This is an optimization exercise on Yosys and OpenROAD, whose aim is a short achievable clock period and few clock cycles per item, not a production implementation.
At most, simulation tests tie the RTL to the original design; equivalence was not proved.
Only the layout flow was run in runs 2 and 3; the RTL was not checked for function there.
No activity file was given, so power comes from the tool's default toggle rates.

==> flow/config.mk <==
export PLATFORM = sky130hd
export DESIGN_NAME = csma_ca_mac_controller
export DESIGN_NICKNAME = csma_ca_mac_controller
export VERILOG_FILES = /design/flow/design.v
export SDC_FILE = /design/flow/constraint.sdc
export NUM_CORES = 4
export LEC_CHECK = 0
export ABC_CLOCK_PERIOD_IN_PS = 3000
export CAP_MARGIN = 20
export CORE_MARGIN = 2
export CORE_UTILIZATION = 40
export SLEW_MARGIN = 20
==> flow/design.v <==
package csma_pkg;
  localparam int SUB_SLOTS_DEF = 90;
  localparam int KIND_W = 3;
  localparam int MED_W = 2;
  localparam int ADDR_W = 48;
  localparam int DRAW_W = 32;
  localparam int ACT_W = 4;
  localparam int MST_W = 3;
  localparam int CFG_IDX_W = 3;
  localparam int CFG_DATA_W = 16;
  localparam int TIME_W = 16;
  localparam int CW_W = 10;
  localparam int RETRY_W = 4;
  localparam int CW_FULL_W = 26;
  localparam int CW_TOP = 1021;
  localparam logic [KIND_W-1:0] K_TICK = 3'd0;
  localparam logic [KIND_W-1:0] K_FRAME = 3'd1;
  localparam logic [KIND_W-1:0] K_MEDIUM = 3'd2;
  localparam logic [KIND_W-1:0] K_RX_END = 3'd3;
  localparam logic [KIND_W-1:0] K_TX_DONE = 3'd4;
  localparam logic [MED_W-1:0] MED_IDLE = 2'd0;
  localparam logic [MED_W-1:0] MED_RECV = 2'd2;
  localparam logic [MST_W-1:0] M_IDLE = 3'd0;
  localparam logic [MST_W-1:0] M_DEFER = 3'd1;
  localparam logic [MST_W-1:0] M_DIFS = 3'd2;
  localparam logic [MST_W-1:0] M_BACKOFF = 3'd3;
  localparam logic [MST_W-1:0] M_TRANSMIT = 3'd4;
  localparam logic [MST_W-1:0] M_ACKWAIT = 3'd5;
  localparam logic [MST_W-1:0] M_RECEIVE = 3'd6;
  localparam logic [MST_W-1:0] M_SIFS = 3'd7;
  localparam logic [ACT_W-1:0] A_NONE = 4'd0;
  localparam logic [ACT_W-1:0] A_SEND_DATA = 4'd1;
  localparam logic [ACT_W-1:0] A_SEND_ACK = 4'd2;
  localparam logic [ACT_W-1:0] A_DELIVER = 4'd3;
  localparam logic [ACT_W-1:0] A_DROP_FCS = 4'd4;
  localparam logic [ACT_W-1:0] A_DROP_ADDR = 4'd5;
  localparam logic [ACT_W-1:0] A_TX_OK = 4'd6;
  localparam logic [ACT_W-1:0] A_TX_BCAST = 4'd7;
  localparam logic [ACT_W-1:0] A_GIVE_UP = 4'd8;
  localparam logic [ACT_W-1:0] A_RETRY = 4'd9;
  localparam logic [CFG_IDX_W-1:0] R_USE_ACK = 3'd0;
  localparam logic [CFG_IDX_W-1:0] R_DIFS = 3'd1;
  localparam logic [CFG_IDX_W-1:0] R_SIFS = 3'd2;
  localparam logic [CFG_IDX_W-1:0] R_ACK_TO = 3'd3;
  localparam logic [CFG_IDX_W-1:0] R_CW_MIN = 3'd4;
  localparam logic [CFG_IDX_W-1:0] R_CW_MAX = 3'd5;
  localparam logic [CFG_IDX_W-1:0] R_CW_MC = 3'd6;
  localparam logic [CFG_IDX_W-1:0] R_RETRY = 3'd7;
endpackage
module csma_ctrl #(
  parameter int SUB_SLOTS = csma_pkg::SUB_SLOTS_DEF
) (
  input  logic                             clk,
  input  logic                             rst,
  input  logic                             in_valid,
  output logic                             in_ready,
  input  logic [csma_pkg::KIND_W-1:0]      kind,
  input  logic [csma_pkg::MED_W-1:0]       medium_req,
  input  logic                             fcs_ok,
  input  logic                             for_us,
  input  logic                             frame_is_ack,
  input  logic                             dest_broadcast,
  input  logic                             dest_multicast,
  input  logic [csma_pkg::ADDR_W-1:0]      source_address,
  input  logic [csma_pkg::DRAW_W-1:0]      random_draw,
  output logic                             out_valid,
  input  logic                             out_ready,
  output logic [csma_pkg::ACT_W-1:0]       action,
  output logic [csma_pkg::MST_W-1:0]       mac_state,
  output logic [csma_pkg::ADDR_W-1:0]      ack_destination,
  output logic                             want_frame,
  input  logic                             cfg_valid,
  input  logic [csma_pkg::CFG_IDX_W-1:0]   cfg_index,
  input  logic [csma_pkg::CFG_DATA_W-1:0]  cfg_data,
  output logic                             div_start,
  output logic [csma_pkg::CW_W-1:0]        div_cw,
  output logic [csma_pkg::DRAW_W-1:0]      div_draw,
  input  logic                             div_last,
  input  logic                             div_last_next,
  input  logic [$clog2(csma_pkg::CW_TOP * SUB_SLOTS + 2)-1:0] div_rem,
  input  logic                             div_rem_z,
  input  logic                             div_rem_1
);
  localparam int DW = $clog2(csma_pkg::CW_TOP * SUB_SLOTS + 2);
  localparam int TW = (DW > csma_pkg::TIME_W) ? DW : csma_pkg::TIME_W;
  localparam int EW = (SUB_SLOTS > 1) ? $clog2(SUB_SLOTS) : 1;
  localparam int WW = csma_pkg::ACT_W + csma_pkg::MST_W + csma_pkg::ADDR_W + 1;
  logic                  use_ack;
  logic [csma_pkg::TIME_W-1:0]     difs_ticks, sifs_ticks, ack_timeout_ticks;
  logic [csma_pkg::CW_W-1:0]       cw_min, cw_max, cw_multicast;
  logic [csma_pkg::RETRY_W-1:0]    retry_limit;
  always_ff @(posedge clk) begin
    if (rst) begin
      use_ack <= 1'b1;
      difs_ticks <= '0; sifs_ticks <= '0; ack_timeout_ticks <= '0;
      cw_min <= csma_pkg::CW_W'(31); cw_max <= csma_pkg::CW_W'(1023);
      cw_multicast <= csma_pkg::CW_W'(31); retry_limit <= csma_pkg::RETRY_W'(7);
    end else if (cfg_valid) begin
      unique case (cfg_index)
        csma_pkg::R_USE_ACK: use_ack <= cfg_data[0];
        csma_pkg::R_DIFS:    difs_ticks <= cfg_data;
        csma_pkg::R_SIFS:    sifs_ticks <= cfg_data;
        csma_pkg::R_ACK_TO:  ack_timeout_ticks <= cfg_data;
        csma_pkg::R_CW_MIN:  cw_min <= cfg_data[csma_pkg::CW_W-1:0];
        csma_pkg::R_CW_MAX:  cw_max <= cfg_data[csma_pkg::CW_W-1:0];
        csma_pkg::R_CW_MC:   cw_multicast <= cfg_data[csma_pkg::CW_W-1:0];
        csma_pkg::R_RETRY:   retry_limit <= cfg_data[csma_pkg::RETRY_W-1:0];
        default: ;
      endcase
    end
  end
  logic                  difs_z, difs_1, sifs_z, sifs_1, ato_z, ato_1;
  logic [csma_pkg::CW_W-1:0]       ctab [0:15];    
  logic [csma_pkg::CW_W-1:0]       ctab_mc;        
  logic [15:0]           ttab;           
  logic                  ttab_mc;
  function automatic logic [csma_pkg::CW_W-1:0] cw_of(input logic [csma_pkg::CW_W-1:0] c_min,
                                                    input logic [csma_pkg::CW_W-1:0] c_max,
                                                    input int r);
    logic [csma_pkg::CW_FULL_W-1:0] full;
    logic [csma_pkg::CW_W-1:0] w;
    full = (csma_pkg::CW_FULL_W'(c_min) << r) | ((csma_pkg::CW_FULL_W'(1) << r) - csma_pkg::CW_FULL_W'(1));
    if (full > csma_pkg::CW_FULL_W'(c_max)) w = c_max;
    else w = full[csma_pkg::CW_W-1:0];
    if (w < csma_pkg::CW_W'(2)) w = csma_pkg::CW_W'(2);
    cw_of = w;
  endfunction
  always_ff @(posedge clk) begin
    difs_z <= (difs_ticks == '0); difs_1 <= (difs_ticks == csma_pkg::TIME_W'(1));
    sifs_z <= (sifs_ticks == '0); sifs_1 <= (sifs_ticks == csma_pkg::TIME_W'(1));
    ato_z <= (ack_timeout_ticks == '0); ato_1 <= (ack_timeout_ticks == csma_pkg::TIME_W'(1));
    for (int r = 0; r < 16; r++) ctab[r] <= cw_of(cw_min, cw_max, r);
    for (int r = 0; r < 16; r++)
      ttab[r] <= (cw_max <= csma_pkg::CW_W'(2)) || (r == 0 && cw_min <= csma_pkg::CW_W'(2)) ||
                 (r == 1 && cw_min == '0);
    ttab_mc <= (cw_multicast <= csma_pkg::CW_W'(2));
    ctab_mc <= (cw_multicast < csma_pkg::CW_W'(2)) ? csma_pkg::CW_W'(2) : cw_multicast;
  end
  logic                  irv, in_ready_r;
  logic [csma_pkg::KIND_W-1:0]     i_kind;
  logic [csma_pkg::MED_W-1:0]      i_med;
  logic                  i_fcs, i_forus, i_isack, i_bc, i_mc;
  logic [csma_pkg::ADDR_W-1:0]     i_src;
  logic [csma_pkg::DRAW_W-1:0]     i_draw;
  assign in_ready = in_ready_r;
  always_ff @(posedge clk) begin
    if (in_ready_r) begin
      i_kind <= kind; i_med <= medium_req; i_fcs <= fcs_ok; i_forus <= for_us;
      i_isack <= frame_is_ack; i_bc <= dest_broadcast; i_mc <= dest_multicast;
      i_src <= source_address; i_draw <= random_draw;
    end
  end
  logic [csma_pkg::MST_W-1:0]      mst;
  logic                  held, fbc, fmc;      
  logic                  bv;                  
  logic [DW-1:0]         bl;                  
  logic                  blz, bl1, pbl;       
  logic [TW-1:0]         tl;                  
  logic                  tz, t1, ptl;         
  logic [EW-1:0]         et;                  
  logic [csma_pkg::RETRY_W-1:0]    rc;
  logic                  rge;                 
  logic [csma_pkg::ADDR_W-1:0]     ack_addr;
  localparam logic [2:0] T_HOLD = 3'd0, T_DEC = 3'd1, T_ACK = 3'd2, T_SIFS = 3'd3,
                         T_DIFS = 3'd4, T_BL = 3'd5;
  localparam logic [1:0] B_HOLD = 2'd0, B_ZERO = 2'd1, B_REM = 2'd2, B_FRZ = 2'd3;
  localparam logic [1:0] E_HOLD = 2'd0, E_INC = 2'd1, E_ZERO = 2'd2;
  localparam logic [1:0] RC_HOLD = 2'd0, RC_ZERO = 2'd1, RC_INC = 2'd2;
  localparam logic [1:0] G_A = 2'd0, G_B = 2'd1, G_F = 2'd2;
  logic [csma_pkg::MST_W-1:0]      st;
  logic [csma_pkg::ACT_W-1:0]      act;
  logic                  n_held, n_fbc, n_fmc, n_bv;
  logic [2:0]            tl_sel;
  logic [1:0]            bl_sel, et_sel, rc_op, gsel;
  logic                  aa_ld, sf, eb, gen, frame_new;
  logic                  free_m, recv_m, tick, t_done, rc_ge, send_ack;
  always_comb begin
    free_m = (i_med == csma_pkg::MED_IDLE);
    recv_m = (i_med == csma_pkg::MED_RECV);
    tick = (i_kind == csma_pkg::K_TICK);
    t_done = tz | t1;
    rc_ge = rge;
    st = mst; act = csma_pkg::A_NONE;
    n_held = held; n_fbc = fbc; n_fmc = fmc; n_bv = bv;
    tl_sel = T_HOLD; bl_sel = B_HOLD; et_sel = E_HOLD; rc_op = RC_HOLD;
    aa_ld = 1'b0; sf = 1'b0; eb = 1'b0; gen = 1'b0; gsel = G_A; frame_new = 1'b0;
    if (i_kind == csma_pkg::K_FRAME) begin
      if (!held) begin
        n_held = 1'b1; n_fbc = i_bc; n_fmc = i_mc;
        n_bv = 1'b0; bl_sel = B_ZERO; rc_op = RC_ZERO; frame_new = 1'b1;
        if (mst == csma_pkg::M_IDLE) sf = 1'b1;
      end
    end else begin
      case (mst)
        csma_pkg::M_DEFER: begin
          if (i_kind == csma_pkg::K_MEDIUM) begin
            if (free_m) sf = 1'b1;
            else if (recv_m) st = csma_pkg::M_RECEIVE;
          end
        end
        csma_pkg::M_DIFS: begin
          if (tick) begin
            tl_sel = T_DEC;
            if (t_done) eb = 1'b1;
          end else if (i_kind == csma_pkg::K_MEDIUM) begin
            if (recv_m) st = csma_pkg::M_RECEIVE;
            else if (!free_m) st = csma_pkg::M_DEFER;
          end
        end
        csma_pkg::M_BACKOFF: begin
          if (tick) begin
            et_sel = E_INC; tl_sel = T_DEC;
            if (t_done) begin
              n_bv = 1'b0; bl_sel = B_ZERO;
              st = csma_pkg::M_TRANSMIT; act = csma_pkg::A_SEND_DATA;
            end
          end else if (i_kind == csma_pkg::K_MEDIUM && !free_m) begin
            bl_sel = B_FRZ; et_sel = E_ZERO;
            st = recv_m ? csma_pkg::M_RECEIVE : csma_pkg::M_DEFER;
          end
        end
        csma_pkg::M_TRANSMIT: begin
          if (i_kind == csma_pkg::K_TX_DONE) begin
            if (fbc || !use_ack) begin
              n_held = 1'b0; n_fbc = 1'b0; n_fmc = 1'b0; n_bv = 1'b0;
              bl_sel = B_ZERO; rc_op = RC_ZERO;
              st = csma_pkg::M_IDLE; act = fbc ? csma_pkg::A_TX_BCAST : csma_pkg::A_TX_OK;
            end else begin
              tl_sel = T_ACK; st = csma_pkg::M_ACKWAIT;
            end
          end
        end
        csma_pkg::M_ACKWAIT: begin
          if (i_kind == csma_pkg::K_RX_END) begin
            if (i_fcs && i_forus && i_isack) begin
              n_held = 1'b0; n_fbc = 1'b0; n_fmc = 1'b0; n_bv = 1'b0;
              bl_sel = B_ZERO; rc_op = RC_ZERO;
              st = csma_pkg::M_IDLE; act = csma_pkg::A_TX_OK;
            end
          end else if (tick) begin
            tl_sel = T_DEC;
            if (t_done) begin
              st = csma_pkg::M_IDLE;
              if (rc_ge) begin
                n_held = 1'b0; n_fbc = 1'b0; n_fmc = 1'b0; n_bv = 1'b0;
                bl_sel = B_ZERO; rc_op = RC_ZERO;
                act = csma_pkg::A_GIVE_UP;
              end else begin
                rc_op = RC_INC;
                gen = 1'b1; gsel = G_B; bl_sel = B_REM; n_bv = 1'b1;
                act = csma_pkg::A_RETRY;
              end
            end
          end
        end
        csma_pkg::M_RECEIVE: begin
          if (i_kind == csma_pkg::K_RX_END) begin
            st = csma_pkg::M_IDLE;
            if (!i_fcs) act = csma_pkg::A_DROP_FCS;
            else if (i_isack) act = csma_pkg::A_NONE;
            else if (i_bc) act = csma_pkg::A_DELIVER;
            else if (i_forus) begin
              act = csma_pkg::A_DELIVER;
              if (use_ack) begin
                aa_ld = 1'b1; tl_sel = T_SIFS; st = csma_pkg::M_SIFS;
              end
            end else act = csma_pkg::A_DROP_ADDR;
          end
        end
        csma_pkg::M_SIFS: begin
          if (tick) begin
            tl_sel = T_DEC;
            if (t_done) begin
              st = csma_pkg::M_IDLE; act = csma_pkg::A_SEND_ACK;
            end
          end
        end
        default: ;
      endcase
    end
    if (!sf && st == csma_pkg::M_IDLE) begin
      if (recv_m) st = csma_pkg::M_RECEIVE;
      else if (n_held) sf = 1'b1;
    end
    if (sf) begin
      if (!free_m) st = csma_pkg::M_DEFER;
      else if (use_ack) begin
        tl_sel = T_DIFS; st = csma_pkg::M_DIFS;
      end else eb = 1'b1;
    end
    if (eb) begin
      if (!n_bv) begin
        gen = 1'b1; gsel = frame_new ? G_F : G_A; bl_sel = B_REM; n_bv = 1'b1;
      end
      tl_sel = T_BL; et_sel = E_ZERO; st = csma_pkg::M_BACKOFF;
    end
    send_ack = (i_kind == csma_pkg::K_TICK) && (mst == csma_pkg::M_SIFS) && t_done;
  end
  logic [csma_pkg::CW_W-1:0]       c_a, c_b, c_f, c_sel;
  logic                  triv, tr_a, tr_b, tr_f;
  always_comb begin
    c_a = (fbc | fmc) ? ctab_mc : ctab[rc];
    c_b = (fbc | fmc) ? ctab_mc : ctab[rc + csma_pkg::RETRY_W'(1)];
    c_f = (i_bc | i_mc) ? ctab_mc : ctab[0];
    tr_a = (fbc | fmc) ? ttab_mc : ttab[rc];
    tr_b = (fbc | fmc) ? ttab_mc : ttab[rc + csma_pkg::RETRY_W'(1)];
    tr_f = (i_bc | i_mc) ? ttab_mc : ttab[0];
    case (gsel)
      G_B: begin c_sel = c_b; triv = tr_b; end
      G_F: begin c_sel = c_f; triv = tr_f; end
      default: begin c_sel = c_a; triv = tr_a; end
    endcase
  end
  logic [DW-1:0]         bl_n;
  logic                  blz_n, bl1_n, pbl_n;
  logic [TW-1:0]         tl_n;
  logic                  tz_n, t1_n, ptl_n;
  logic [EW-1:0]         et_n;
  logic [csma_pkg::RETRY_W-1:0]    rc_n;
  logic                  rge_n;
  always_comb begin
    unique case (bl_sel)
      B_ZERO: begin bl_n = '0; blz_n = 1'b1; bl1_n = 1'b0; pbl_n = 1'b0; end
      B_REM:  begin bl_n = '0; blz_n = 1'b1; bl1_n = 1'b0; pbl_n = !triv; end
      B_FRZ:  begin
        bl_n = DW'(tl) + DW'(et);
        blz_n = tz && (et == '0);
        bl1_n = (tz && (et == EW'(1))) || (t1 && (et == '0));
        pbl_n = ptl;
      end
      default: begin bl_n = bl; blz_n = blz; bl1_n = bl1; pbl_n = pbl; end
    endcase
    unique case (tl_sel)
      T_DEC:  begin
        tl_n = tz ? tl : tl - TW'(1);
        tz_n = tz | t1; t1_n = (tl == TW'(2)); ptl_n = ptl;
      end
      T_ACK:  begin tl_n = TW'(ack_timeout_ticks); tz_n = ato_z; t1_n = ato_1; ptl_n = 1'b0; end
      T_SIFS: begin tl_n = TW'(sifs_ticks); tz_n = sifs_z; t1_n = sifs_1; ptl_n = 1'b0; end
      T_DIFS: begin tl_n = TW'(difs_ticks); tz_n = difs_z; t1_n = difs_1; ptl_n = 1'b0; end
      T_BL:   begin tl_n = TW'(bl_n); tz_n = blz_n; t1_n = bl1_n; ptl_n = pbl_n; end
      default: begin tl_n = tl; tz_n = tz; t1_n = t1; ptl_n = ptl; end
    endcase
    unique case (et_sel)
      E_INC:  et_n = (et == EW'(SUB_SLOTS - 1)) ? '0 : et + EW'(1);
      E_ZERO: et_n = '0;
      default: et_n = et;
    endcase
    unique case (rc_op)
      RC_ZERO: rge_n = (retry_limit == '0);
      RC_INC:  rge_n = (rc + csma_pkg::RETRY_W'(1) >= retry_limit);
      default: rge_n = (rc >= retry_limit);
    endcase
    unique case (rc_op)
      RC_ZERO: rc_n = '0;
      RC_INC:  rc_n = rc + csma_pkg::RETRY_W'(1);
      default: rc_n = rc;
    endcase
  end
  logic                  ov0, ov1;
  logic [WW-1:0]         w0, w1, wn;
  logic                  commit, pop;
  logic                  commit_r;
  assign commit = commit_r;
  assign pop = ov0 && out_ready;
  assign wn = {act, st, send_ack ? ack_addr : csma_pkg::ADDR_W'(0), (st == csma_pkg::M_IDLE) && !n_held};
  assign div_start = commit && gen && !triv;
  assign div_cw = c_sel;
  assign div_draw = i_draw;
  always_ff @(posedge clk) begin
    if (rst) begin
      mst <= csma_pkg::M_IDLE; held <= 1'b0; fbc <= 1'b0; fmc <= 1'b0; bv <= 1'b0;
      bl <= '0; blz <= 1'b1; bl1 <= 1'b0; pbl <= 1'b0;
      tl <= '0; tz <= 1'b1; t1 <= 1'b0; ptl <= 1'b0;
      et <= '0; rc <= '0; rge <= 1'b0; ack_addr <= '0;
    end else if (commit) begin
      mst <= st; held <= n_held; fbc <= n_fbc; fmc <= n_fmc; bv <= n_bv;
      bl <= bl_n; blz <= blz_n; bl1 <= bl1_n; pbl <= pbl_n;
      tl <= tl_n; tz <= tz_n; t1 <= t1_n; ptl <= ptl_n;
      et <= et_n; rc <= rc_n; rge <= rge_n;
      if (aa_ld) ack_addr <= i_src;
    end else begin
      rge <= (rc >= retry_limit);
    end
    if (!rst && !commit && div_last) begin
      if (pbl) begin
        bl <= div_rem; blz <= div_rem_z; bl1 <= div_rem_1; pbl <= 1'b0;
      end
      if (ptl) begin
        tl <= TW'(div_rem); tz <= div_rem_z; t1 <= div_rem_1; ptl <= 1'b0;
      end
    end
  end
  logic irv_n, ov1_n, ptl_nx, stall_nx;
  always_comb begin
    irv_n = (in_valid && in_ready_r) || (irv && !commit);
    if (ov1) ov1_n = !pop;
    else ov1_n = commit && ov0 && !pop;
    ptl_nx = commit ? ptl_n : (div_last ? 1'b0 : ptl);
    stall_nx = div_last_next ||
               (ptl_nx && (commit ? st : mst) == csma_pkg::M_BACKOFF &&
                (in_ready_r ? kind : i_kind) == csma_pkg::K_TICK);
  end
  always_ff @(posedge clk) begin
    if (rst) begin
      irv <= 1'b0; ov0 <= 1'b0; ov1 <= 1'b0; in_ready_r <= 1'b1; commit_r <= 1'b0;
    end else begin
      irv <= irv_n;
      if (!ov0 || pop) ov0 <= ov1 || commit;
      ov1 <= ov1_n;
      commit_r <= irv_n && !ov1_n && !stall_nx;
      in_ready_r <= !irv_n || (!ov1_n && !div_last_next && !ptl_nx);
    end
  end
  always_ff @(posedge clk) begin
    if (!ov0 || pop) w0 <= ov1 ? w1 : wn;
    if (!ov1) w1 <= wn;
  end
  assign out_valid = ov0;
  assign {action, mac_state, ack_destination, want_frame} = w0;
endmodule
module csma_dp #(
  parameter int SUB_SLOTS = csma_pkg::SUB_SLOTS_DEF
) (
  input  logic                           clk,
  input  logic                           rst,
  input  logic                           start,
  input  logic [csma_pkg::CW_W-1:0]      cw,     
  input  logic [csma_pkg::DRAW_W-1:0]    draw,
  output logic                           last,
  output logic                           last_next,
  output logic [$clog2(csma_pkg::CW_TOP * SUB_SLOTS + 2)-1:0] rem,
  output logic                           rem_z,
  output logic                           rem_1
);
  localparam int DW = $clog2(csma_pkg::CW_TOP * SUB_SLOTS + 2);
  localparam int NNIB = csma_pkg::DRAW_W / 4;
  localparam int CNT_W = $clog2(csma_pkg::DRAW_W + 1);
  localparam int D1 = SUB_SLOTS + 1;           
  localparam int D2 = 2 * SUB_SLOTS + 1;       
  localparam int KW = $clog2(D2);              
  localparam int PW = KW + 1;                  
  localparam int SW = KW + 3;                  
  function automatic int nib_res(input int d, input int i, input int n);
    longint p;
    p = 1;
    for (int k = 0; k < i; k++) p = (p * 16) % d;
    nib_res = int'((p * n) % d);
  endfunction
  localparam logic [2:0] P_IDLE = 3'd0, P_A = 3'd1, P_B = 3'd2, P_C = 3'd3, P_IT = 3'd4,
                         P_D = 3'd5;
  logic [2:0]                    ph;
  logic [csma_pkg::CW_W-1:0]     cw_r;
  logic [csma_pkg::DRAW_W-1:0]   q;
  logic                          sel2;
  logic [PW-1:0]                 p1 [0:3], p2 [0:3];
  logic [SW-1:0]                 s1, s2;
  logic [DW-1:0]                 d_r, r, d_a, d_b;
  logic [CNT_W-1:0]              cnt;
  logic                          fast;
  assign fast = (cw_r == csma_pkg::CW_W'(3)) || (cw_r == csma_pkg::CW_W'(4));
  logic [KW-1:0] v1 [0:NNIB-1], v2 [0:NNIB-1];
  always_comb begin
    for (int i = 0; i < NNIB; i++) begin
      v1[i] = '0; v2[i] = '0;
      for (int n = 0; n < 16; n++) begin
        if (q[4*i +: 4] == 4'(n)) begin
          v1[i] = KW'(nib_res(D1, i, n));
          v2[i] = KW'(nib_res(D2, i, n));
        end
      end
    end
  end
  function automatic logic [KW-1:0] red8(input logic [SW-1:0] s, input int d);
    logic [KW-1:0] res;
    res = s[KW-1:0];
    for (int m = 1; m < 8; m++)
      if (s >= SW'(m * d)) res = KW'(s - SW'(m * d));
    red8 = res;
  endfunction
  logic [KW-1:0]  rf1, rf2;
  logic [DW:0]    trial;
  logic [DW-1:0]  r_next;
  always_comb begin
    rf1 = red8(s1, D1);
    rf2 = red8(s2, D2);
    trial = {r, q[csma_pkg::DRAW_W-1]};
    if (trial >= {1'b0, d_r}) r_next = DW'(trial - {1'b0, d_r});
    else r_next = trial[DW-1:0];
    if (ph == P_C) rem = sel2 ? DW'(rf2) : DW'(rf1);
    else rem = r_next;
  end
  assign last_next = (ph == P_B) || (ph == P_IT && cnt == CNT_W'(2));
  assign rem_z = (rem == '0);
  assign rem_1 = (rem == DW'(1));
  always_ff @(posedge clk) begin
    if (rst) last <= 1'b0;
    else last <= last_next;
  end
  always_ff @(posedge clk) begin
    if (rst) ph <= P_IDLE;
    else begin
      unique case (ph)
        P_IDLE: if (start) ph <= P_A;
        P_A: ph <= fast ? P_B : P_D;
        P_B: ph <= P_C;
        P_C: ph <= P_IDLE;
        P_D: ph <= P_IT;
        P_IT: if (cnt == CNT_W'(1)) ph <= P_IDLE;
        default: ph <= P_IDLE;
      endcase
    end
  end
  always_ff @(posedge clk) begin
    if (ph == P_IDLE) begin
      cw_r <= cw;
      q <= draw;
    end else if (ph == P_IT) begin
      q <= q << 1;
    end
    for (int k = 0; k < 4; k++) begin
      p1[k] <= PW'(v1[2*k]) + PW'(v1[2*k+1]);
      p2[k] <= PW'(v2[2*k]) + PW'(v2[2*k+1]);
    end
    s1 <= SW'(p1[0]) + SW'(p1[1]) + SW'(p1[2]) + SW'(p1[3]);
    s2 <= SW'(p2[0]) + SW'(p2[1]) + SW'(p2[2]) + SW'(p2[3]);
    sel2 <= (cw_r == csma_pkg::CW_W'(4));
    d_a <= DW'(cw_r) * DW'(SUB_SLOTS);
    d_b <= d_a - DW'(2 * SUB_SLOTS - 1);
    if (ph == P_D) begin
      r <= '0;
      cnt <= CNT_W'(csma_pkg::DRAW_W);
    end else if (ph == P_IT) begin
      r <= r_next;
      cnt <= cnt - CNT_W'(1);
    end
  end
  assign d_r = d_b;
endmodule
module csma_ca_mac_controller #(
  parameter int SUB_SLOTS = csma_pkg::SUB_SLOTS_DEF
) (
  input  logic                             clk,
  input  logic                             rst,
  input  logic                             in_valid,
  output logic                             in_ready,
  input  logic [csma_pkg::KIND_W-1:0]      kind,
  input  logic [csma_pkg::MED_W-1:0]       medium_req,
  input  logic                             fcs_ok,
  input  logic                             for_us,
  input  logic                             frame_is_ack,
  input  logic                             dest_broadcast,
  input  logic                             dest_multicast,
  input  logic [csma_pkg::ADDR_W-1:0]      source_address,
  input  logic [csma_pkg::DRAW_W-1:0]      random_draw,
  output logic                             out_valid,
  input  logic                             out_ready,
  output logic [csma_pkg::ACT_W-1:0]       action,
  output logic [csma_pkg::MST_W-1:0]       mac_state,
  output logic [csma_pkg::ADDR_W-1:0]      ack_destination,
  output logic                             want_frame,
  input  logic                             cfg_valid,
  output logic                             cfg_ready,
  input  logic [csma_pkg::CFG_IDX_W-1:0]   cfg_index,
  input  logic [csma_pkg::CFG_DATA_W-1:0]  cfg_data
);
  localparam int DW = $clog2(csma_pkg::CW_TOP * SUB_SLOTS + 2);
  logic                          div_start;
  logic [csma_pkg::CW_W-1:0]     div_cw;
  logic [csma_pkg::DRAW_W-1:0]   div_draw;
  logic                          div_last, div_last_next;
  logic [DW-1:0]                 div_rem;
  logic                          div_rem_z, div_rem_1;
  assign cfg_ready = 1'b1;
  csma_ctrl #(.SUB_SLOTS(SUB_SLOTS)) u_ctrl (
    .clk             (clk),
    .rst             (rst),
    .in_valid        (in_valid),
    .in_ready        (in_ready),
    .kind            (kind),
    .medium_req      (medium_req),
    .fcs_ok          (fcs_ok),
    .for_us          (for_us),
    .frame_is_ack    (frame_is_ack),
    .dest_broadcast  (dest_broadcast),
    .dest_multicast  (dest_multicast),
    .source_address  (source_address),
    .random_draw     (random_draw),
    .out_valid       (out_valid),
    .out_ready       (out_ready),
    .action          (action),
    .mac_state       (mac_state),
    .ack_destination (ack_destination),
    .want_frame      (want_frame),
    .cfg_valid       (cfg_valid),
    .cfg_index       (cfg_index),
    .cfg_data        (cfg_data),
    .div_start       (div_start),
    .div_cw         (div_cw),
    .div_draw        (div_draw),
    .div_last        (div_last),
    .div_last_next   (div_last_next),
    .div_rem         (div_rem),
    .div_rem_z       (div_rem_z),
    .div_rem_1       (div_rem_1)
  );
  csma_dp #(.SUB_SLOTS(SUB_SLOTS)) u_dp (
    .clk       (clk),
    .rst       (rst),
    .start     (div_start),
    .cw        (div_cw),
    .draw      (div_draw),
    .last      (div_last),
    .last_next (div_last_next),
    .rem       (div_rem),
    .rem_z     (div_rem_z),
    .rem_1     (div_rem_1)
  );
endmodule
==> flow/constraint.sdc <==
create_clock -name core_clock -period 11.0 [get_ports {clk}]
set_input_delay 2.2000 -clock core_clock [delete_from_list [all_inputs] [get_ports {clk}]]
set_output_delay 2.2000 -clock core_clock [all_outputs]
set_load 0.01 [all_outputs]
==> flow/flow/run.sh <==
#!/bin/bash
# Standard layout, with the timing repair aiming further below the clock period.
set -e
export SETUP_SLACK_MARGIN=8
bash standard.sh > standard_flow.log 2>&1
==> flow/standard.sh <==
#!/bin/bash
# synth_recipe.tcl (not shown) runs the flow's synth.tcl, then flattens the netlist and writes it again
# the make line also repeats each setting of config.mk as NAME=value (left out here)
make -C /OpenROAD-flow-scripts/flow DESIGN_CONFIG=/design/flow/config.mk WORK_HOME=/design/flow/orfs CLKGATE_MAP_FILE= SYNTH_SCRIPT=/design/flow/synth_recipe.tcl "${@:-finish}"
==> Flow_metrics.wiki, run 1 <==
{| class="wikitable"
! Metric !! Value
|-
| Number of distinct library cells after synthesis || around 110
|-
| Total number of nets in the final design || 4989
|-
| Crit path required time || approximately 12 ns
|-
| Clock tree root buffer cell || clkbuf_16
|-
| Crit-path slowest cell || or4_4
|-
| Final Wtd Congestion || approximately 0.92
|-
| CP arrival || ~4.4 ns
|-
| Overflow after GRT || 0
|-
| Total routing usage reported by global routing || 0.236
|-
| Number of port buffers || ~170
|-
| Cell type contributing the most total cell area after synthesis || dfxtp_1
|-
| Horiz. Die Dim || ~320 um
|-
| Setup total negative slack || 0 ns
|-
| CP delay by family, top || compound AO/OA/AOI/OAI gates
|-
| Wire length of the first global-routing pass || 185000 um
|-
| Run status || complete, no violations
|-
| CP endpoint kind || flip-flop
|-
| Slew at the pin with the worst max-slew slack || 1.12 ns
|-
| Total placed instance area || 41700 um2
|-
| Slew HR || 0.251
|-
| Top area cells in the synthesized netlist || dfxtp_1 (28%), edfxtp_1 (14%), ha_1 (7.8%)
|-
| Unrepaired setup endpoints after global routing || true
|-
| Via count of the first global-routing pass || approximately 31000
|-
| Average wire per standard cell || 20.7 um
|-
| Overall via count from detail_route || ~33000
|-
| DP Wirelength || between 80000 and 90000 um
|-
| Die footprint || about 100000 um2
|-
| Number of clock sinks || 728
|-
| Clock buffers created by TritonCTS || 83
|-
| Post-route standard cell area excluding fillers || between 40000 and 50000 um2
|-
| Pins Over Slew Limit || 0
|-
| DR pass1 iterations || 7
|-
| Worst Setup Path Type || flip-flop to flip-flop
|-
| Post-synthesis average cell area || approximately 9 um2
|-
| R2R cell count || 15
|-
| Clock tree from TritonCTS || built
|-
| Filler Cell Count || ~8900
|-
| Buffers from clock root to sink, at most || 3
|-
| Startpoint type of the worst setup path || flip-flop
|-
| Cells after Synth || roughly 4300
|-
| Path category of the worst min-delay check || flip-flop to flip-flop
|-
| Post-synth top flop || dfxtp_1
|-
| Number of levels the H-tree was split into || 3
|-
| Area share of the largest cell type after synthesis || 0.280
|-
| Yosys warning count || 7
|-
| Clock latency on the worst-skew pair || about 0.67 ns
|-
| Total routed wirelength || ~120000 um
|-
| Core Rows || approximately 110
|-
| Drt drc || 0
|-
| Total leakage power || 19.2 nW
|-
| Final setup violation count || 0
|-
| Post-synthesis instance area || just under 40000 um2
|-
| Period minus WS final || between 3 and 4 ns
|-
| Starting utilization of the core area || 0.403
|-
| Final cell count without fillers || about 5900
|-
| Maximum number of pins on one net before global-route repair || 100
|-
| Max Fanout on Critical Path || 8
|-
| Share of synthesized registers carrying an async set or reset || 0
|-
| Highest clock rate || 260 MHz
|-
| Share of the yosys chip area belonging to registers || 0.423
|-
| Longest individual stage delay on the worst path || roughly 0.47 ns
|-
| Clock-pin slew on the worst setup and hold paths || about 0.060 ns
|-
| Final worst path period share || 0.349
|-
| Number of cells after detailed placement || roughly 5500
|-
| Area Overhead vs Synth || 24.6%
|-
| Antenna Violating Nets Remaining || 0
|-
| Drt initial violations || 3530
|-
| Antenna violations before repair || 4
|-
| Die boundary height || between 300 and 400 um
|-
| Post-synth EDFFs || approximately 190
|-
| Maximum capacitance violations || 0
|-
| Core ar. || a little under 100000 um2
|-
| Number of synthesized register bits || around 730
|-
| Levels on crit path || 15
|-
| Count of cells along the worst hold path || 0
|-
| Buffering stage count on the worst path with inverters included || 1
|-
| Boundary Pins || 173
|-
| Post-CTS Hold Fix Bufs || 0
|-
| Cell chain of the critical path || and3b_2, a221oi_4, o31ai_2, a21o_1, o41ai_4, buf_4, nand2_4, or4_4, ha_4, o211ai_1, o31ai_4, a31o_4, a22oi_2, o21ai_2, nor2b_1
|-
| Final Hold Violating Endpoints || 0
|-
| Peak VDD IR || roughly 0.4 mV
|-
| Setup skew after layout || roughly 0.031 ns
|-
| Fraction of final layout cells sized beyond drive strength 1 || 0.209
|-
| Post-detailed-route via-to-cell ratio || about 5.6
|-
| Total power per unit cell area || 298 nW/um2
|}
[cell families after synthesis]
kind of cell             after synthesis  share of synthesized area
AO/OA/AOI/OAI                       1147                      0.195
XOR/XNOR                             161                     0.0363
adder cells (fa/ha/maj)              291                      0.102
buffers and inverters                538                     0.0538
flip-flops                           728                      0.423
multiplexers                          99                     0.0273
other                                  2                   0.000193
AND/OR/NAND/NOR                     1344                      0.162
[through the flow]
step	worst slack (ns)	hold slack, ns	power [mW]	utilization
2_1_floorplan	7.36	0.310	7.86	-
3_3_place_gp	6.12	0.314	9.51	0.432
3_5_place_dp	6.07	0.316	9.55	0.432
4_1_cts	7.28	0.326	13.3	0.486
5_1_grt	7.00	0.337	15.3	0.502
6_report	7.16	0.321	14.4	0.502
[cells in the final DEF (no fill, tap or decap), types with 23 or more instances in the layout]
cell type	instances
a21oi_2	45
a211o_1	35
o21bai_1	27
ha_1	207
and2_1	25
nor4_1	30
nand4_1	39
ha_4	25
buf_4	218
nor3_1	58
a211oi_1	43
or2_2	33
nand2_1	566
dfxtp_1	500
mux2i_1	35
nor2_1	251
a222oi_1	28
o21ai_1	32
a31oi_1	46
xnor2_1	106
o211ai_1	25
nand2b_1	54
mux2_2	56
inv_1	219
nand3_1	61
a22oi_1	50
a21oi_1	270
edfxtp_1	185
a221oi_1	25
dfxtp_2	23
buf_2	53
a21o_1	51
nor2b_1	55
clkdlybuf4s50_1	107
buf_6	51
xor2_1	40
o21ai_0	209
clkbuf_16	88
fa_1	38
[cell usage after synthesis (all sizes together) (14+ instances only)]
library cell and n:
a31oi 48, a21oi 324, mux2 56, a211o 35, xor2 43, a22o 14, nor2 279, and2 27
mux2i 43, dfxtp 543, ha 243, o31ai 20, nand2b 66, nor2b 61, nor3 65, o211ai 25
edfxtp 185, nand2 580, fa 45, o21bai 30, clkbuf 233, nand3 66, a211oi 57, o221ai 22
a22oi 53, buf 45, o21ai 259, o22ai 19, nor4 37, xnor2 118, and3 17, a221oi 28
nand3b 17, a222oi 28, nand4 39, o21a 20, or2 39, a21o 51, inv 253
[final timing paths]
path                               to  slack [ns]                startpoint
setup / recovery   u_ctrl.ptl$_DFF_P_        7.16  u_ctrl.i_kind[2]$_DFF_P_
hold / removal    u_dp.d_b[1]$_DFF_P_        0.32       u_dp.d_a[1]$_DFF_P_
setup reg to reg   u_ctrl.ptl$_DFF_P_        7.16  u_ctrl.i_kind[2]$_DFF_P_
hold reg to reg   u_dp.d_b[1]$_DFF_P_        0.32       u_dp.d_a[1]$_DFF_P_
[layer usage]
layer	wire length, um	track usage
met4	4780	0.0886
met2	55100	0.370
met5	13	0
met3	8910	0.0378
met1	54300	0.328
[registers in the layout (all words and copies together) (netlist names), 32 cells and up]
signal           flops
u_ctrl.ack_addr     48
u_ctrl.ctab        120
u_ctrl.i_draw       32
u_ctrl.i_src        48
u_ctrl.w0           56
u_ctrl.w1           56
u_dp.p1             32
u_dp.p2             36
u_dp.q              32
[report_power, final]
group | internal [mW] | total, mW | switching [mW]
Sequential | 3.23 | 3.69 | 0.463
Clock | 1.67 | 2.84 | 1.17
Combinational | 3.66 | 7.90 | 4.24
[timing repair]
item                                    4_1_cts  5_1_grt
endpoints found under the setup margin      399      249
cloned                                        7        3
buffers inserted                            161       94
pin swaps                                   147      105
resized for setup                           553      176
[area by class of cell]
class / instances / area [um2] / area share
timing repair buffer: 461 / 4100 / 0.0847
antenna: 5 / 12.5 / 0.000259
tap: 1276 / 1600 / 0.0330
clock buffer: 117 / 2470 / 0.0511
inverter: 260 / 1060 / 0.0219
multi-input combinational: 3053 / 22200 / 0.460
clock inverter: 36 / 362 / 0.00748
sequential: 728 / 16500 / 0.342
Testbench counts, summed over its fixed seeds: cycles 16,269, events 16,000.
==> run 2, diff against run 1 <==
--- a/flow/design.v
+++ b/flow/design.v
@@ -361,5 +361,5 @@
   logic [WW-1:0]         w0, w1, wn;
-  logic                  commit, pop;
-  logic                  commit_r;
-  assign commit = commit_r;
+  logic                  stall, commit, pop;
+  assign stall = div_last || (ptl && mst == csma_pkg::M_BACKOFF && i_kind == csma_pkg::K_TICK);
+  assign commit = irv && !ov1 && !stall;
   assign pop = ov0 && out_ready;
@@ -393,3 +393,3 @@
   end
-  logic irv_n, ov1_n, ptl_nx, stall_nx;
+  logic irv_n, ov1_n, ptl_nx, mst_bk_nx;
   always_comb begin
@@ -399,5 +399,2 @@
     ptl_nx = commit ? ptl_n : (div_last ? 1'b0 : ptl);
-    stall_nx = div_last_next ||
-               (ptl_nx && (commit ? st : mst) == csma_pkg::M_BACKOFF &&
-                (in_ready_r ? kind : i_kind) == csma_pkg::K_TICK);
   end
@@ -405,3 +402,3 @@
     if (rst) begin
-      irv <= 1'b0; ov0 <= 1'b0; ov1 <= 1'b0; in_ready_r <= 1'b1; commit_r <= 1'b0;
+      irv <= 1'b0; ov0 <= 1'b0; ov1 <= 1'b0; in_ready_r <= 1'b1;
     end else begin
@@ -410,3 +407,2 @@
       ov1 <= ov1_n;
-      commit_r <= irv_n && !ov1_n && !stall_nx;
       in_ready_r <= !irv_n || (!ov1_n && !div_last_next && !ptl_nx);
@@ -492,2 +488,3 @@
   end
+  assign last = (ph == P_C) || (ph == P_IT && cnt == CNT_W'(1));
   assign last_next = (ph == P_B) || (ph == P_IT && cnt == CNT_W'(2));
@@ -496,6 +493,2 @@
   always_ff @(posedge clk) begin
-    if (rst) last <= 1'b0;
-    else last <= last_next;
-  end
-  always_ff @(posedge clk) begin
     if (rst) ph <= P_IDLE;
==> flow/flow/run.sh (replaced) <==
#!/bin/bash
# Standard layout, with the timing repair aiming further below the clock period.
set -e
export SETUP_SLACK_MARGIN=7
bash standard.sh > standard_flow.log 2>&1
==> run 2 against run 1 <==
- synthesized cell count is 2.6% lower
- routed wire length down 6.1%
- sequential power fell by 7.0%
- worst hold slack worse by 0.0014 ns
- sequential share of layout area up 2.4 points
- largest cell class unchanged
==> Flow_metrics.wiki, run 2 <==
{| class="wikitable"
! Metric !! Value
|-
| Drt initial violations || 2918
|-
| Share of the yosys chip area belonging to registers || 0.427
|-
| Final setup violation count || 0
|-
| Share of synthesized registers carrying an async set or reset || 0
|-
| Post-synthesis average cell area || around 9.2 um2
|-
| CP endpoint kind || flip-flop
|-
| CP arrival || between 4 and 5 ns
|-
| Clock tree from TritonCTS || built
|-
| Core Rows || approximately 110
|-
| Highest clock rate || 244 MHz
|-
| Total placed instance area || 41100 um2
|-
| CP delay by family, top || compound AO/OA/AOI/OAI gates
|-
| Antenna Violating Nets Remaining || 0
|-
| Top area cells in the synthesized netlist || dfxtp_1 (28%), edfxtp_1 (15%), ha_1 (7.9%)
|-
| Peak VDD IR || 0.171 mV
|-
| Number of distinct library cells after synthesis || between 90 and 100
|-
| Registers with the highest flip-flop counts || u_ctrl.ctab: 120 flops, u_ctrl.w0: 56 flops, u_ctrl.w1: 56 flops
|-
| Maximum capacitance violations || 0
|-
| Average wire per standard cell || 20.6 um
|-
| Cell chain of the critical path || buf_6, or3b_4, or4_4, a211o_1, a21oi_4, or3_4, o21ai_4, buf_6, a21oi_4, nand2_2, inv_2, ha_4, buf_12, clkinvlp_4, nand2_4, o21ai_4, a222oi_1, o311ai_1, a221oi_1, nor3_1
|-
| Cell type contributing the most total cell area after synthesis || dfxtp_1
|-
| Most frequent standard cell in the layout excluding fill and tap cells || dfxtp_1
|-
| Filler Cell Count || about 9000
|-
| Worst Setup Path Type || flip-flop to flip-flop
|-
| Most numerous cell types in the synthesized netlist || dfxtp_1 (538), nand2_1 (518), a21oi_1 (305), inv_1 (254), nor2_1 (245)
|-
| Number of clock sinks || around 730
|-
| Number of levels the H-tree was split into || 3
|-
| Startpoint type of the worst setup path || flip-flop
|-
| Core ar. || approximately 95000 um2
|-
| Post-synth top flop || dfxtp_1
|-
| Run status || complete, no violations
|-
| Buffers from clock root to sink, at most || 3
|-
| Boundary Pins || between 150 and 200
|-
| Crit path required time || approximately 12 ns
|-
| Final worst path period share || 0.372
|-
| Yosys warning count || 7
|-
| Post-Place Setup Slack || 5.53 ns
|-
| Die footprint || between 90000 and 100000 um2
|-
| Post-route worst hold slack || roughly 0.32 ns
|-
| Clock tree root buffer cell || clkbuf_16
|-
| Die boundary height || 314 um
|-
| Antenna violations before repair || 5
|-
| Final Hold Violating Endpoints || 0
|-
| Clock buffers created by TritonCTS || 82
|-
| Via count of the first global-routing pass || just under 30000
|-
| Path category of the worst min-delay check || flip-flop to flip-flop
|-
| Number of port buffers || approximately 170
|-
| Wire length of the first global-routing pass || 176000 um
|-
| Number of synthesized register bits || roughly 730
|-
| Area Overhead vs Synth || 16.9%
|-
| Most used standard cell by instance count after synthesis || dfxtp_1
|-
| Final Wtd Congestion || ~0.94
|-
| Period minus WS final || 4.09 ns
|-
| Unrepaired setup endpoints after global routing || true
|-
| Overall via count from detail_route || 31630
|-
| Post-synth EDFFs || approximately 190
|-
| Post-synthesis instance area || ~38000 um2
|-
| Area share of the largest cell type after synthesis || 0.280
|-
| Setup total negative slack || 0 ns
|-
| Max FFs per register || 120
|-
| Horiz. Die Dim || ~310 um
|-
| Longest individual stage delay on the worst path || around 0.44 ns
|-
| DR pass1 iterations || 6
|-
| Total leakage power || between 15 and 20 nW
|-
| Post-route standard cell area excluding fillers || 45000 um2
|-
| Slew HR || 0.251
|-
| Total number of nets in the final design || 4674
|-
| Crit-path slowest cell || edfxtp_1
|-
| Clock latency on the worst-skew pair || between 0.6 and 0.7 ns
|-
| Final Worst Setup Slack || around 7 ns
|-
| Most used cells in the layout excluding fill and tap cells || dfxtp_1 (528), nand2_1 (514), a21oi_1 (295)
|-
| Total power per unit cell area || ~230 nW/um2
|-
| Cells after Synth || between 4000 and 5000
|-
| Max Fanout on Critical Path || 7
|-
| Clock-pin slew on the worst setup and hold paths || around 0.060 ns
|-
| Pins Over Slew Limit || 0
|-
| Top reg by flops || u_ctrl.ctab
|-
| Total routed wirelength || roughly 120000 um
|-
| Total routing usage reported by global routing || 0.227
|-
| Fraction of final layout cells sized beyond drive strength 1 || 0.0988
|-
| Buffering stage count on the worst path with inverters included || 5
|-
| Slew at the pin with the worst max-slew slack || between 1 and 1.5 ns
|-
| Maximum number of pins on one net before global-route repair || 66
|-
| Post-detailed-route via-to-cell ratio || 5.64
|-
| Setup skew after layout || between 0.02 and 0.025 ns
|-
| Starting utilization of the core area || 0.404
|-
| Overflow after GRT || 0
|-
| Drt drc || 0
|-
| DP Wirelength || 79500 um
|}
[run 2: kinds of logic after synthesis]
| group | synth area share |
|---|---|
| simple gates | 0.149 |
| mux | 0.0326 |
| buf+inv | 0.0531 |
| fa+ha+maj | 0.103 |
| other cells | 0.000195 |
| xor+xnor | 0.0364 |
| flops | 0.427 |
| compound gates | 0.199 |
[run 2: cell type report]
| cell class | instances | area [um2] | share of cell area |
|---|---|---|---|
| clock buffer | 113 | 2330 | 0.0518 |
| antenna | 1 | 2.50 | 0.0000556 |
| sequential | 726 | 16400 | 0.365 |
| clock inverter | 39 | 612 | 0.0136 |
| inverter | 260 | 1000 | 0.0223 |
| tap | 1265 | 1580 | 0.0352 |
| multi-input combinational | 2945 | 20600 | 0.458 |
| timing repair buffer | 257 | 2420 | 0.0539 |
[run 2: through the flow]
stage / util / total power, mW / std cells
finish: 0.473 / 10.1 / 5606
CTS: 0.468 / 10.2 / 5584
floorplan: - / 6.13 / 4201
global placement: 0.432 / 7.08 / 5401
detailed placement: 0.432 / 7.12 / 5403
global route: 0.473 / 10.8 / 5606
[run 2: what timing repair did]
action | in CTS | in global routing
gates resized for setup | 65 | 73
pin swaps | 24 | 46
hold buffers | 0 | 0
endpoints found under the setup margin | 60 | 47
buffers inserted | 28 | 20
gates cloned | 1 | 1
[run 2: path summary, 6_finish.rpt]
path | startpoint | endpoint | slack (ns) | cells after the start
setup reg to reg | u_ctrl.i_kind[2]$_DFFE_PP_ | u_ctrl.tl[4]$_DFF_P_ | 6.91 | 20
hold / removal | u_dp.d_a[1]$_DFF_P_ | u_dp.d_b[1]$_DFF_P_ | 0.32 | 0
setup / recovery | u_ctrl.i_kind[2]$_DFFE_PP_ | u_ctrl.tl[4]$_DFF_P_ | 6.91 | 20
hold reg to reg | u_dp.d_a[1]$_DFF_P_ | u_dp.d_b[1]$_DFF_P_ | 0.32 | 0
[run 2: worst register-to-register path, cell delays in order, from the launching register on]
cell        delay [ns]
edfxtp_1          0.44
buf_6             0.15
or3b_4            0.37
or4_4             0.41
a211o_1           0.35
a21oi_4           0.17
or3_4             0.16
o21ai_4           0.08
buf_6             0.15
a21oi_4           0.13
nand2_2           0.07
inv_2             0.07
ha_4              0.15
buf_12            0.12
clkinvlp_4        0.10
nand2_4           0.09
o21ai_4           0.07
a222oi_1          0.32
o311ai_1          0.16
a221oi_1          0.31
nor3_1            0.08
[run 2: routing by layer]
metal	GRT usage	wire length [um]	up-vias
met5	0	35	-
met4	0.0851	4100	6
met3	0.0379	7870	252
met2	0.356	52000	1143
met1	0.312	51600	15019
li1	-	-	15210
[run 2: power by group]
group	total (mW)	switching [mW]	internal [mW]
clock network	2.96	1.18	1.78
registers	3.43	0.344	3.09
logic	3.74	2.14	1.60
total	10.1	3.66	6.48
==> run 3, diff against run 2 <==
--- a/flow/design.v
+++ b/flow/design.v
@@ -75,3 +75,3 @@
   output logic                             div_start,
-  output logic [csma_pkg::CW_W-1:0]        div_cw,
+  output logic [csma_pkg::CW_W-1:0]        div_c,
   output logic [csma_pkg::DRAW_W-1:0]      div_draw,
@@ -114,10 +114,8 @@
   logic [csma_pkg::CW_W-1:0]       ctab_mc;        
-  logic [15:0]           ttab;           
-  logic                  ttab_mc;
-  function automatic logic [csma_pkg::CW_W-1:0] cw_of(input logic [csma_pkg::CW_W-1:0] c_min,
-                                                    input logic [csma_pkg::CW_W-1:0] c_max,
-                                                    input int r);
+  function automatic logic [csma_pkg::CW_W-1:0] cw_less2(input logic [csma_pkg::CW_W-1:0] c_min,
+                                               input logic [csma_pkg::CW_W-1:0] c_max,
+                                               input int r);
     logic [csma_pkg::CW_FULL_W-1:0] full;
     logic [csma_pkg::CW_W-1:0] w;
-    full = (csma_pkg::CW_FULL_W'(c_min) << r) | ((csma_pkg::CW_FULL_W'(1) << r) - csma_pkg::CW_FULL_W'(1));
+    full = ((csma_pkg::CW_FULL_W'(c_min) + csma_pkg::CW_FULL_W'(1)) << r) - csma_pkg::CW_FULL_W'(1);
     if (full > csma_pkg::CW_FULL_W'(c_max)) w = c_max;
@@ -125,3 +123,3 @@
     if (w < csma_pkg::CW_W'(2)) w = csma_pkg::CW_W'(2);
-    cw_of = w;
+    cw_less2 = w - csma_pkg::CW_W'(2);
   endfunction
@@ -131,8 +129,4 @@
     ato_z <= (ack_timeout_ticks == '0); ato_1 <= (ack_timeout_ticks == csma_pkg::TIME_W'(1));
-    for (int r = 0; r < 16; r++) ctab[r] <= cw_of(cw_min, cw_max, r);
-    for (int r = 0; r < 16; r++)
-      ttab[r] <= (cw_max <= csma_pkg::CW_W'(2)) || (r == 0 && cw_min <= csma_pkg::CW_W'(2)) ||
-                 (r == 1 && cw_min == '0);
-    ttab_mc <= (cw_multicast <= csma_pkg::CW_W'(2));
-    ctab_mc <= (cw_multicast < csma_pkg::CW_W'(2)) ? csma_pkg::CW_W'(2) : cw_multicast;
+    for (int r = 0; r < 16; r++) ctab[r] <= cw_less2(cw_min, cw_max, r);
+    ctab_mc <= (cw_multicast < csma_pkg::CW_W'(2)) ? '0 : cw_multicast - csma_pkg::CW_W'(2);
   end
@@ -161,3 +155,2 @@
   logic [csma_pkg::RETRY_W-1:0]    rc;
-  logic                  rge;                 
   logic [csma_pkg::ADDR_W-1:0]     ack_addr;
@@ -181,3 +174,3 @@
     t_done = tz | t1;
-    rc_ge = rge;
+    rc_ge = (rc >= retry_limit);
     st = mst; act = csma_pkg::A_NONE;
@@ -299,3 +292,3 @@
   logic [csma_pkg::CW_W-1:0]       c_a, c_b, c_f, c_sel;
-  logic                  triv, tr_a, tr_b, tr_f;
+  logic                  triv;
   always_comb begin
@@ -304,10 +297,8 @@
     c_f = (i_bc | i_mc) ? ctab_mc : ctab[0];
-    tr_a = (fbc | fmc) ? ttab_mc : ttab[rc];
-    tr_b = (fbc | fmc) ? ttab_mc : ttab[rc + csma_pkg::RETRY_W'(1)];
-    tr_f = (i_bc | i_mc) ? ttab_mc : ttab[0];
     case (gsel)
-      G_B: begin c_sel = c_b; triv = tr_b; end
-      G_F: begin c_sel = c_f; triv = tr_f; end
-      default: begin c_sel = c_a; triv = tr_a; end
+      G_B: c_sel = c_b;
+      G_F: c_sel = c_f;
+      default: c_sel = c_a;
     endcase
+    triv = (c_sel == '0);
   end
@@ -319,3 +310,2 @@
   logic [csma_pkg::RETRY_W-1:0]    rc_n;
-  logic                  rge_n;
   always_comb begin
@@ -349,7 +339,2 @@
     unique case (rc_op)
-      RC_ZERO: rge_n = (retry_limit == '0);
-      RC_INC:  rge_n = (rc + csma_pkg::RETRY_W'(1) >= retry_limit);
-      default: rge_n = (rc >= retry_limit);
-    endcase
-    unique case (rc_op)
       RC_ZERO: rc_n = '0;
@@ -367,3 +352,3 @@
   assign div_start = commit && gen && !triv;
-  assign div_cw = c_sel;
+  assign div_c = c_sel;
   assign div_draw = i_draw;
@@ -374,3 +359,3 @@
       tl <= '0; tz <= 1'b1; t1 <= 1'b0; ptl <= 1'b0;
-      et <= '0; rc <= '0; rge <= 1'b0; ack_addr <= '0;
+      et <= '0; rc <= '0; ack_addr <= '0;
     end else if (commit) begin
@@ -379,8 +364,5 @@
       tl <= tl_n; tz <= tz_n; t1 <= t1_n; ptl <= ptl_n;
-      et <= et_n; rc <= rc_n; rge <= rge_n;
+      et <= et_n; rc <= rc_n;
       if (aa_ld) ack_addr <= i_src;
-    end else begin
-      rge <= (rc >= retry_limit);
-    end
-    if (!rst && !commit && div_last) begin
+    end else if (div_last) begin
       if (pbl) begin
@@ -423,3 +405,3 @@
   input  logic                           start,
-  input  logic [csma_pkg::CW_W-1:0]      cw,     
+  input  logic [csma_pkg::CW_W-1:0]      c,      
   input  logic [csma_pkg::DRAW_W-1:0]    draw,
@@ -432,74 +414,52 @@
   localparam int DW = $clog2(csma_pkg::CW_TOP * SUB_SLOTS + 2);
+  localparam int MW = DW + 4;
   localparam int NNIB = csma_pkg::DRAW_W / 4;
-  localparam int CNT_W = $clog2(csma_pkg::DRAW_W + 1);
-  localparam int D1 = SUB_SLOTS + 1;           
-  localparam int D2 = 2 * SUB_SLOTS + 1;       
-  localparam int KW = $clog2(D2);              
-  localparam int PW = KW + 1;                  
-  localparam int SW = KW + 3;                  
-  function automatic int nib_res(input int d, input int i, input int n);
-    longint p;
-    p = 1;
-    for (int k = 0; k < i; k++) p = (p * 16) % d;
-    nib_res = int'((p * n) % d);
-  endfunction
-  localparam logic [2:0] P_IDLE = 3'd0, P_A = 3'd1, P_B = 3'd2, P_C = 3'd3, P_IT = 3'd4,
-                         P_D = 3'd5;
-  logic [2:0]                    ph;
-  logic [csma_pkg::CW_W-1:0]     cw_r;
-  logic [csma_pkg::DRAW_W-1:0]   q;
-  logic                          sel2;
-  logic [PW-1:0]                 p1 [0:3], p2 [0:3];
-  logic [SW-1:0]                 s1, s2;
-  logic [DW-1:0]                 d_r, r, d_a, d_b;
+  localparam int CNT_W = $clog2(NNIB + 1);
+  logic                          busy, setup;
   logic [CNT_W-1:0]              cnt;
-  logic                          fast;
-  assign fast = (cw_r == csma_pkg::CW_W'(3)) || (cw_r == csma_pkg::CW_W'(4));
-  logic [KW-1:0] v1 [0:NNIB-1], v2 [0:NNIB-1];
+  logic [csma_pkg::CW_W-1:0]     c_r;
+  logic [csma_pkg::DRAW_W-1:0]   q;
+  logic [DW-1:0]                 r;
+  logic [MW-1:0]                 mult [1:15];
+  logic [MW-1:0]                 mult_c [1:15];
+  logic [CNT_W-1:0]              pre;
   always_comb begin
-    for (int i = 0; i < NNIB; i++) begin
-      v1[i] = '0; v2[i] = '0;
-      for (int n = 0; n < 16; n++) begin
-        if (q[4*i +: 4] == 4'(n)) begin
-          v1[i] = KW'(nib_res(D1, i, n));
-          v2[i] = KW'(nib_res(D2, i, n));
-        end
-      end
+    for (int m = 1; m <= 15; m++)
+      mult_c[m] = MW'(m * SUB_SLOTS) * MW'(c_r) + MW'(m);
+    pre = '0;
+    for (int j = 1; j < NNIB; j++) begin
+      if ((64'(c_r) * 64'(SUB_SLOTS) + 64'd1) >= (64'd1 << (4 * j))) pre = CNT_W'(j);
     end
   end
-  function automatic logic [KW-1:0] red8(input logic [SW-1:0] s, input int d);
-    logic [KW-1:0] res;
-    res = s[KW-1:0];
-    for (int m = 1; m < 8; m++)
-      if (s >= SW'(m * d)) res = KW'(s - SW'(m * d));
-    red8 = res;
-  endfunction
-  logic [KW-1:0]  rf1, rf2;
-  logic [DW:0]    trial;
-  logic [DW-1:0]  r_next;
+  logic [MW-1:0]                 trial;
+  logic [MW:0]                   diff [1:15];
+  logic [15:1]                   ge;
+  logic [DW-1:0]                 r_next;
   always_comb begin
-    rf1 = red8(s1, D1);
-    rf2 = red8(s2, D2);
-    trial = {r, q[csma_pkg::DRAW_W-1]};
-    if (trial >= {1'b0, d_r}) r_next = DW'(trial - {1'b0, d_r});
-    else r_next = trial[DW-1:0];
-    if (ph == P_C) rem = sel2 ? DW'(rf2) : DW'(rf1);
-    else rem = r_next;
-  end
-  assign last = (ph == P_C) || (ph == P_IT && cnt == CNT_W'(1));
-  assign last_next = (ph == P_B) || (ph == P_IT && cnt == CNT_W'(2));
-  assign rem_z = (rem == '0);
-  assign rem_1 = (rem == DW'(1));
+    trial = {r, q[csma_pkg::DRAW_W-1 -: 4]};
+    for (int m = 1; m <= 15; m++) begin
+      diff[m] = {1'b0, trial} - {1'b0, mult[m]};
+      ge[m] = !diff[m][MW];
+    end
+    r_next = ge[1] ? '0 : trial[DW-1:0];
+    for (int m = 1; m <= 15; m++) begin
+      if (ge[m] && (m == 15 || !ge[(m == 15) ? 15 : m + 1])) r_next = r_next | diff[m][DW-1:0];
+    end
+  end
+  assign last = busy && !setup && (cnt == CNT_W'(1));
+  assign last_next = busy && (setup ? (pre == CNT_W'(NNIB - 1)) : (cnt == CNT_W'(2)));
+  assign rem = r_next;
+  assign rem_z = (r_next == '0);
+  assign rem_1 = (r_next == DW'(1));
   always_ff @(posedge clk) begin
-    if (rst) ph <= P_IDLE;
-    else begin
-      unique case (ph)
-        P_IDLE: if (start) ph <= P_A;
-        P_A: ph <= fast ? P_B : P_D;
-        P_B: ph <= P_C;
-        P_C: ph <= P_IDLE;
-        P_D: ph <= P_IT;
-        P_IT: if (cnt == CNT_W'(1)) ph <= P_IDLE;
-        default: ph <= P_IDLE;
-      endcase
+    if (rst) begin
+      busy <= 1'b0;
+      setup <= 1'b0;
+    end else if (start) begin
+      busy <= 1'b1;
+      setup <= 1'b1;
+    end else if (setup) begin
+      setup <= 1'b0;
+    end else if (last) begin
+      busy <= 1'b0;
     end
@@ -507,22 +467,13 @@
   always_ff @(posedge clk) begin
-    if (ph == P_IDLE) begin
-      cw_r <= cw;
+    if (start) begin
+      c_r <= c;
       q <= draw;
-    end else if (ph == P_IT) begin
-      q <= q << 1;
-    end
-    for (int k = 0; k < 4; k++) begin
-      p1[k] <= PW'(v1[2*k]) + PW'(v1[2*k+1]);
-      p2[k] <= PW'(v2[2*k]) + PW'(v2[2*k+1]);
-    end
-    s1 <= SW'(p1[0]) + SW'(p1[1]) + SW'(p1[2]) + SW'(p1[3]);
-    s2 <= SW'(p2[0]) + SW'(p2[1]) + SW'(p2[2]) + SW'(p2[3]);
-    sel2 <= (cw_r == csma_pkg::CW_W'(4));
-    d_a <= DW'(cw_r) * DW'(SUB_SLOTS);
-    d_b <= d_a - DW'(2 * SUB_SLOTS - 1);
-    if (ph == P_D) begin
-      r <= '0;
-      cnt <= CNT_W'(csma_pkg::DRAW_W);
-    end else if (ph == P_IT) begin
+    end else if (setup) begin
+      for (int m = 1; m <= 15; m++) mult[m] <= mult_c[m];
+      r <= DW'(64'(q) >> (csma_pkg::DRAW_W - 4 * int'(pre)));
+      q <= q << (4 * int'(pre));
+      cnt <= CNT_W'(NNIB) - pre;
+    end else if (busy) begin
       r <= r_next;
+      q <= q << 4;
       cnt <= cnt - CNT_W'(1);
@@ -530,3 +481,2 @@
   end
-  assign d_r = d_b;
 endmodule
@@ -561,3 +511,3 @@
   logic                          div_start;
-  logic [csma_pkg::CW_W-1:0]     div_cw;
+  logic [csma_pkg::CW_W-1:0]     div_c;
   logic [csma_pkg::DRAW_W-1:0]   div_draw;
@@ -591,3 +541,3 @@
     .div_start       (div_start),
-    .div_cw         (div_cw),
+    .div_c          (div_c),
     .div_draw        (div_draw),
@@ -603,3 +553,3 @@
     .start     (div_start),
-    .cw        (div_cw),
+    .c         (div_c),
     .draw      (div_draw),
==> flow/run.sh (new file) <==
#!/bin/bash
# synth_recipe.tcl (not shown) runs the flow's synth.tcl, then flattens the netlist and writes it again
# the make line also repeats each setting of config.mk as NAME=value (left out here)
make -C /OpenROAD-flow-scripts/flow DESIGN_CONFIG=/design/flow/config.mk WORK_HOME=/design/flow/orfs CLKGATE_MAP_FILE= SYNTH_SCRIPT=/design/flow/synth_recipe.tcl finish
--- a/flow/config.mk
+++ b/flow/config.mk
@@ -7,3 +7,2 @@
 export LEC_CHECK = 0
-export ABC_CLOCK_PERIOD_IN_PS = 3000
 export CAP_MARGIN = 20
removed: flow/flow/run.sh
removed: flow/standard.sh
==> run 3 against run 2 <==
- clock power is 5% higher
- utilization is 2.2 points lower
- total power is 28% lower
- cell area is 48% higher
- global-route usage is 5.9 points higher
- sequential cell count increased by 12
- sequential power fell by 9.0%
- worst hold slack improved by 0.13 ns
- synthesized area rose by 54%
- first-iteration DRC count increased by 79%
- die area increased by 53%
- largest cell class unchanged
==> Flow_metrics.wiki, run 3 <==
{| class="wikitable"
! Metric !! Value
|-
| Run status || complete, no violations
|-
| Most frequent standard cell in the layout excluding fill and tap cells || nand2_1
|-
| Highest clock rate || 127 MHz
|-
| Die footprint || roughly 150000 um2
|-
| Cells after Synth || ~6700
|-
| End point of the critical path || u_dp.r[3]$_DFFE_PP_
|-
| Overflow after GRT || 0
|-
| Area Overhead vs Synth || 12.1%
|-
| Clock buffers created by TritonCTS || 84
|-
| Core ar. || approximately 150000 um2
|-
| Via count of the first global-routing pass || 50288
|-
| Period minus WS final || 7.91 ns
|-
| Starting utilization of the core area || 0.402
|-
| Number of distinct library cells after synthesis || 104
|-
| Core Rows || ~140
|-
| Total number of nets in the final design || between 7000 and 8000
|-
| Number of cells after detailed placement || 8689
|-
| Crit-path slowest cell || ha_1
|-
| Post-synthesis average cell area || approximately 9 um2
|-
| Most used cells in the layout excluding fill and tap cells || nand2_1 (730), ha_1 (674), inv_1 (573)
|-
| Final worst path period share || 0.719
|-
| Clock-pin slew on the worst setup and hold paths || 0.06 ns
|-
| PnR Total Power || between 7 and 8 mW
|-
| Overall via count from detail_route || 52792
|-
| Drt initial violations || approximately 5200
|-
| Longest individual stage delay on the worst path || between 1 and 1.5 ns
|-
| Path category of the worst min-delay check || flip-flop to flip-flop
|-
| DP Wirelength || ~170000 um
|-
| Area share of the largest cell type after synthesis || 0.178
|-
| Most numerous cell types in the synthesized netlist || nand2_1 (731), ha_1 (674), inv_1 (573), a21oi_1 (518), nor2_1 (442)
|-
| Wire length of the first global-routing pass || approximately 330000 um
|-
| Slew at the pin with the worst max-slew slack || about 1.2 ns
|-
| Antenna Violating Nets Remaining || 0
|-
| Buffering stage count on the worst path with inverters included || 5
|-
| Post-Place Setup Slack || roughly 2.8 ns
|-
| Startpoint type of the worst setup path || flip-flop
|-
| Post-synth top flop || dfxtp_1
|-
| Die boundary height || 389 um
|-
| Total placed instance area || 63300 um2
|-
| R2R cell count || 20
|-
| DR pass1 iterations || 8
|-
| Total routed wirelength || 222000 um
|-
| Top reg by flops || u_dp.mult
|-
| Final Worst Setup Slack || slightly above 3 ns
|-
| CP arrival || about 8.3 ns
|-
| Post-synth EDFFs || 351
|-
| Antenna violations before repair || 4
|-
| Fraction of final layout cells sized beyond drive strength 1 || 0.0557
|-
| Share of the yosys chip area belonging to registers || 0.309
|}
[run 3: cell count changes in the layout (fill, tap and decap cells not counted), sizes merged, moves of 89 or more]
cell / before / now
a21oi: 306 / 530
dfxtp: 538 / 387
edfxtp: 188 / 351
fa: 45 / 134
ha: 243 / 674
inv: 258 / 584
nand2: 518 / 731
nand3: 59 / 160
nor2: 245 / 442
o21ai: 214 / 334
xnor2: 107 / 324
xor2: 53 / 168
[run 3: per-stage QoR]
step           hold WS [ns]  utilization
3_5_place_dp          0.446        0.429
4_1_cts               0.455        0.450
2_1_floorplan         0.418            -
6_report              0.453        0.451
5_1_grt               0.467        0.451
3_3_place_gp          0.440        0.429
[run 3: how the worst min path moves through the flow]
stage | endpoint | depth (start not counted) | slack, ns | from
after global routing | u_ctrl.ack_addr[47]$_SDFFE_PP0P_ | 2 | 0.47 | u_ctrl.ack_addr[47]$_SDFFE_PP0P_
after CTS | u_ctrl.ack_addr[37]$_SDFFE_PP0P_ | 2 | 0.46 | u_ctrl.ack_addr[37]$_SDFFE_PP0P_
final | u_ctrl.ack_addr[46]$_SDFFE_PP0P_ | 2 | 0.45 | u_ctrl.ack_addr[46]$_SDFFE_PP0P_
after global placement | u_ctrl.w1[53]$_DFF_P_ | 2 | 0.44 | u_ctrl.w1[53]$_DFF_P_
after floorplan | u_ctrl.w1[53]$_DFF_P_ | 2 | 0.42 | u_ctrl.w1[53]$_DFF_P_
after detailed placement | u_ctrl.w1[53]$_DFF_P_ | 2 | 0.45 | u_ctrl.w1[53]$_DFF_P_
[run 3: area by class of cell]
class,count,area [um2]
tap,1930,2410
fill,14470,81000
timing repair buffer,276,2510
sequential,738,18300
clock buffer,102,2290
antenna,1,2.50
multi-input combinational,5163,38000
clock inverter,53,821
inverter,582,2190
[run 3: layer usage]
layer,global-route usage,part of all wire
met5,0,0.00017
met3,0.0437,0.069
met1,0.369,0.42
met2,0.460,0.45
met4,0.149,0.062
[run 3: power breakdown]
part           internal (mW)  leakage, nW  switching, mW
clock network           1.84         1.49           1.26
logic                  0.424         19.3          0.680
registers               3.00         6.60          0.115
total                   5.27         27.4           2.06
[run 3: kinds of logic (layout without fill, tap and decap cells)]
kind of cell | after synthesis | after routing | synth area share
buffers and inverters | 831 | 1013 | 0.0538
AOI/OAI and AO/OA | 1820 | 1820 | 0.205
adders and majority gates | 808 | 808 | 0.188
xor gates and xnor gates | 492 | 492 | 0.0728
and+or+nand+nor | 1942 | 1942 | 0.153
other | 1 | 2 | 0.0000633
muxes | 100 | 100 | 0.0189
DFF | 738 | 738 | 0.309
[run 3: worst min-delay path, cell delays in order, from the launching register on]
cell and delay [ns]:
dfxtp_1 0.31, nand2_1 0.05, a21oi_1 0.05

==> afterwards: timing with drivers on the ports <==
The results above use ideal ports. As a check the final layouts listed here were re-extracted and re-timed, cells and wires unchanged.
Step 1: set_driving_cell puts a clkbuf_16 on clk and a buf_2 on each other input, an assumption about the parent block.
Step 2 times the ports against the registers' clock, not the clock port: input delays grow and output delays shrink by t, the midpoint of the rising clock arrivals with the driver on.
a / b / c = ideal / step 1 / step 2; a / b = the first two.
run	t (ns)	setup slack, ns
run 1	0.721	7.159 / 7.159 / 6.699
run 2	0.726	6.907 / 6.907 / 6.704
run 3	0.773	3.095 / 3.095 / 3.095
After both steps setup and hold are still met in every run listed.
